From an optimization exercise on the open Yosys and OpenROAD flow, aimed at small area, a short achievable clock period and few clock cycles per item; shortcuts taken in it are not production practice. Where RTL was checked, it was by simulation tests only, not by an equivalence proof against the original. Power figures rest on the tool's default switching activity, not on a simulated workload.

the baseline:
Design dual_mode_word_queue, start of the top module:
module dual_mode_word_queue #(
  parameter int DEPTH      = 16,
  parameter int WORD_WIDTH = 32
) (
  input  logic                           clk,
  input  logic                           rst,
  input  logic                           cfg_we,
  input  logic [dmwq_pkg::CFG_IDX_W-1:0] cfg_index,
  input  logic [dmwq_pkg::CAP_W-1:0]     cfg_data,
  input  logic                           in_valid,
  output logic                           in_ready,
  input  logic [1:0]                     kind,
  input  logic [WORD_WIDTH-1:0]          data_word,
  input  logic [3:0]                     position,
  output logic                           out_valid,
  input  logic                           out_ready,
  output logic [2:0]                     status,
  output logic [WORD_WIDTH-1:0]          read_word,
  output logic [dmwq_pkg::CAP_W-1:0]     count,
  output logic                           full_res,
  output logic                           empty_res
);
  localparam int CW      = dmwq_pkg::CAP_W;
  localparam int AW      = $clog2(DEPTH);
  localparam int CAP_MAX = (DEPTH < (2 ** CW) - 1) ? DEPTH : (2 ** CW) - 1;
  logic          mode;
  logic [AW-1:0] capm1;
  logic [CW-1:0] front;
  logic [CW-1:0] wptr;
  ...
==> flow/config.mk <==
export PLATFORM = sky130hd
export DESIGN_NAME = dual_mode_word_queue
export DESIGN_NICKNAME = dual_mode_word_queue
export VERILOG_FILES = /design/flow/design.v
export SDC_FILE = /design/flow/constraint.sdc
export NUM_CORES = 4
export LEC_CHECK = 0
export ABC_CLOCK_PERIOD_IN_PS = 2000
export CAP_MARGIN = 20
export CORE_MARGIN = 2
export CORE_UTILIZATION = 40
export SETUP_SLACK_MARGIN = 2.7
export SLEW_MARGIN = 20
export SYNTH_HIERARCHICAL = 1
export SYNTH_MINIMUM_KEEP_SIZE = 0
==> flow/constraint.sdc <==
create_clock -name core_clock -period 5.0 [get_ports {clk}]
set_input_delay 1.0000 -clock core_clock [delete_from_list [all_inputs] [get_ports {clk}]]
set_output_delay 1.0000 -clock core_clock [all_outputs]
set_load 0.01 [all_outputs]
run.sh (not shown) runs the stock make flow with config.mk's settings and CLKGATE_MAP_FILE= SYNTH_SCRIPT=/design/flow/synth_recipe.tcl, a recipe that flattens the netlist after the stock synthesis.
> inputs changed (the baseline -> the candidate)
Settings: SYNTH_MINIMUM_KEEP_SIZE: 0 -> unset; SYNTH_HIERARCHICAL: 1 -> unset; SETUP_SLACK_MARGIN: 2.7 -> 2.75.
Results
Of the candidate and the baseline, the baseline shows the lower overall routing resource usage, with the candidate above it. Detailed placer's ending HPWL in the candidate vs the baseline: down 130 um. Synthesized cell count (lower): the candidate. Maximum fanout encountered on the critical timing path in the candidate is 31 above the baseline. Worst hold slack: the baseline vs the candidate — no meaningful difference. The candidate: post-route worst setup slack is 20 ps higher than what the baseline reported. Side by side, final cell area excluding filler cells turned out lower in the candidate than in the baseline. Compared with the baseline, the candidate shows a lower share of total power in the clock network. The candidate vs the baseline — area of the core region dropped 2.2%.
No functional check of the RTL was part of any run of this note.

Another version of the RTL of dual_mode_word_queue (not shown whole).
Size in the first run: ~94 I/O pins, ~25000 sq um of cells after synthesis.
Settings: LEC_CHECK=0, ABC_CLOCK_PERIOD_IN_PS=2000, CAP_MARGIN=20, CORE_MARGIN=2, CORE_UTILIZATION=40, SETUP_SLACK_MARGIN=2.6, SLEW_MARGIN=20, SYNTH_HIERARCHICAL=1, SYNTH_MINIMUM_KEEP_SIZE=0; clock period 5.0 ns.
Testbench counts at the start, summed over its fixed seeds: cycles 10,915, items 10,787.
Rerun with:
- SETUP_SLACK_MARGIN: 2.6 -> 2.7
What happened: The new run finished with timing, DRC and antenna clean. Combinational power goes up by 3.4%. Core utilization came out higher by 0.95 points. Worst hold slack gains 0.0035 ns. Die area does not change. Global-route usage falls by 0.53 points. Total power is lower by 0.55%. Final area rose by about 2%. Routed wire length shrinks by about 2.4%.
Rerun with:
- CORE_UTILIZATION: 40 -> 45
- SETUP_SLACK_MARGIN: 2.7 -> 2.75
The new run ran to the end with no violations.
Critical path depth increases by 1.
Sequential power stays flat.
Hold slack gets better by 0.020 ns.
Setup slack gets better by 0.012 ns.
Utilization rises by 6.0 points.
Cell area stays flat.
Power went up by 0.86%.

main:
dual_mode_word_queue, a different RTL version from the one above (not shown whole).
For scale: ~1400 cells after synthesis, ~94 I/O pins.
make LEC_CHECK=0 ABC_CLOCK_PERIOD_IN_PS=2000 CAP_MARGIN=20 CORE_MARGIN=2 CORE_UTILIZATION=40 SETUP_SLACK_MARGIN=2.5 SLEW_MARGIN=20 SYNTH_HIERARCHICAL=1 SYNTH_MINIMUM_KEEP_SIZE=0 finish   # period 5.0 ns
main went all the way through the flow, and no timing, DRC or antenna check failed.
[inputs] the feature branch vs main
-- flow/config.mk --
<<< main, line 10
export CORE_MARGIN = 2
export CORE_UTILIZATION = 40
export SETUP_SLACK_MARGIN = 2.5
export SLEW_MARGIN = 20
export SYNTH_HIERARCHICAL = 1
>>> the feature branch, line 10
export CORE_MARGIN = 2
export CORE_UTILIZATION = 40
export SETUP_SLACK_MARGIN = 2.7
export SLEW_MARGIN = 20
export SYNTH_HIERARCHICAL = 1
--- outcome ---
Sort main and the feature branch by switching power of the nets, ascending, and main comes first. The feature branch — sequential share of layout area 0.93 points lower, main as reference. Non-clock buffer count, main and the feature branch: larger value in the feature branch. Measured against each other, main and the feature branch differ in global-route usage, the lower figure coming from main. Relative to main, met3 track demand over resource in global routing increased by 2.8 points in the feature branch. Diff main..the feature branch | worst-case setup slack after placement | negligible.
No run of this note included a check of the RTL's function; only the layout flow was run.

job 3076:
RTL: one of the versions met above, not the one the previous note started from.
Size: roughly 1400 cells after synthesis, about 94 I/O pins, roughly 25000 sq um of cells after synthesis.
==> flow/config.mk <==
export PLATFORM = sky130hd
export DESIGN_NAME = dual_mode_word_queue
export DESIGN_NICKNAME = dual_mode_word_queue
export VERILOG_FILES = /design/flow/design.v
export SDC_FILE = /design/flow/constraint.sdc
export NUM_CORES = 4
export LEC_CHECK = 0
export ABC_CLOCK_PERIOD_IN_PS = 2000
export CAP_MARGIN = 20
export CORE_MARGIN = 2
export CORE_UTILIZATION = 40
export SETUP_SLACK_MARGIN = 2.8
export SLEW_MARGIN = 20
export SYNTH_HIERARCHICAL = 1
export SYNTH_MINIMUM_KEEP_SIZE = 0
==> flow/constraint.sdc <==
create_clock -name core_clock -period 5.0 [get_ports {clk}]
set_input_delay 1.0000 -clock core_clock [delete_from_list [all_inputs] [get_ports {clk}]]
set_output_delay 1.0000 -clock core_clock [all_outputs]
set_load 0.01 [all_outputs]
Testbench counts of job 3076, summed over its fixed seeds: cycles 10,915, items 10,787.
Input changes introduced in job 6971 (baseline for comparison: job 3076):
- swapping 40 for 50 in CORE_UTILIZATION
- swapping 2.8 for 2.75 in SETUP_SLACK_MARGIN
==> comparison <==
Job 6971 against job 3076; count of clock-net buffers in the final layout is up by a few percent. Number of ordinary inverters in the final layout came out exactly the same in job 6971 and job 3076. Job 3076 → job 6971: net switching power shrank by 1.9%; total wire length went down by 6.2%; minimum setup slack in the final design ~0 delta; post-layout minimum cycle time closely matched the old numbers. Minimum setup slack after placement (higher): job 3076. Cmp job 6971 and job 3076 / overall routing resource usage / higher: job 6971. Taking job 3076 as the reference, in job 6971 net count reported at finish level, number of setup buffers added after CTS moved up.
#### Input delta (job 573 over job 6971)
- CTS_CLUSTER_SIZE now 30, previously not set
- SYNTH_HIERARCHICAL no longer set, was 1
- CORE_UTILIZATION now 40, was 50
- SYNTH_MINIMUM_KEEP_SIZE no longer set, was 0
- CTS_CLUSTER_DIAMETER now 60, previously not set
### Flow results
Job 573 vs job 6971, critical path's slowest cell: sky130_fd_sc_hd__clkdlybuf4s15_2 vs sky130_fd_sc_hd__clkdlybuf4s50_1. Of job 573 and job 6971, job 573 shows the higher relative area of non-clock buffer cells in the final design, with job 6971 below it. Compared with job 6971, buffer count excluding the clock tree in the final layout in job 573 increased by a few percent. Delta (job 573 minus job 6971): routability congestion estimate from global placement -6.2%, clock-pin transition on the worst setup and hold timing paths rose by 0.03 ns, synthesized area per cell decreased 1.7%. Met3 wirelength from detailed routing, job 573 vs job 6971: up by more than a quarter. From job 6971 to job 573 the numbers moved as follows: post-detailed-route wirelength per cell up 4.7%; part of the total power dissipated in the clock network moved down; design area now sits lower. Compare job 573 and job 6971 | post-layout minimum cycle time lower: job 573. Of job 573 and job 6971, it is job 573 that has the higher clock skew.
Modified inputs, job 9277 compared to job 573
- clearing CTS_CLUSTER_SIZE, which used to be 30
- clearing CTS_CLUSTER_DIAMETER, which used to be 60
## What came out
- Max met3 layer wire length in the routed design across job 573 and job 9277: job 573
- Job 573 → job 9277: power now larger, max-capacitance violation count about even, setup slack now larger, total number of H-tree levels has increased.
- When the final numbers for job 573 and job 9277 were put side by side, the combinational group share of total power turned out to be smaller in job 9277.
- Higher minimum clock period among job 573 and job 9277: job 573
- Comparing job 9277 against job 573, there is no change at all in die area.

the reference run:
dual_mode_word_queue again, from the RTL that the note above started with.
clock: 5.0 ns
lec_check: 0
abc_clock_period_in_ps: 2000
cap_margin: 20
core_margin: 2
core_utilization: 40
cts_cluster_diameter: 60
cts_cluster_size: 30
setup_slack_margin: 2.8
slew_margin: 20
Testbench counts of the reference run, summed over its fixed seeds: cycles 10,915, items 10,787.
> inputs changed (the reference run -> the trial run)
-- flow/config.mk --
<<< the reference run, line 14
export SETUP_SLACK_MARGIN = 2.8
>>> the trial run, line 14
export SETUP_SLACK_MARGIN = 2.85
Notes after the runs:
- In the trial run, the clock power came out about 1% below the value in the reference run.
- The trial run completed every stage of the flow, and the final layout passed the timing, DRC and antenna checks.
- Sort the trial run and the reference run by growth of design area from synthesis to finish, descending, and the trial run comes first.
- Looking at arrival time at the worst endpoint across the trial run and the reference run, the one that comes out higher is the reference run.
- The reference run ended up with fewer cell instances than the trial run did.

port drivers added, routing unchanged:
Ports are ideal in the flow. The routed layouts listed here were re-timed in OpenROAD.
Step 1 sets driving cells, clkbuf_16 on the clock port and buf_2 on the other inputs (assumed; they add their load-dependent delay and slew).
Step 2 also shifts input and output timing later by t, the mid clock arrival at the registers, as if the neighbouring blocks saw the same clock.
a / b / c = ideal / step 1 / step 2; a / b = the first two.
run	t, ns	setup WS [ns]	hold WS [ns]	latest minus earliest clock arrival (ns)	worst slew at a driven data input, ns
the baseline	0.655	2.751 / 2.692 / 2.152	0.452 / 0.452 / 0.452	0.023 / 0.023	0.05
the candidate	0.653	2.771 / 2.727 / 2.140	0.452 / 0.452 / 0.452	0.022 / 0.023	0.05
the first run of note 2	0.636	2.589 / 2.576 / 1.985	0.449 / 0.449 / 0.449	0.022 / 0.022	0.05
the second run of note 2	0.637	2.738 / 2.697 / 2.135	0.452 / 0.452 / 0.452	0.024 / 0.025	0.04
the third run of note 2	0.655	2.750 / 2.716 / 2.166	0.473 / 0.473 / 0.473	0.022 / 0.023	0.04
main	0.678	2.350 / 2.350 / 1.731	0.480 / 0.480 / 0.480	0.023 / 0.023	0.04
the feature branch	0.684	2.340 / 2.340 / 1.796	0.485 / 0.485 / 0.485	0.027 / 0.027	0.05
job 3076	0.688	2.762 / 2.700 / 2.226	0.458 / 0.458 / 0.458	0.024 / 0.025	0.05
job 6971	0.634	2.764 / 2.732 / 2.166	0.469 / 0.469 / 0.469	0.020 / 0.020	0.04
job 573	0.656	2.782 / 2.727 / 2.153	0.467 / 0.467 / 0.467	0.048 / 0.048	0.05
job 9277	0.653	2.787 / 2.727 / 2.218	0.459 / 0.459 / 0.459	0.022 / 0.022	0.05
the reference run	0.653	2.799 / 2.740 / 2.215	0.473 / 0.473 / 0.473	0.053 / 0.053	0.04
the trial run	0.653	2.830 / 2.775 / 2.233	0.447 / 0.447 / 0.447	0.028 / 0.028	0.04
After both steps setup and hold are still met in every run listed. The setup slack of the candidate, which loses most, moves by -0.044 ns with the drivers and by -0.631 ns with both steps.
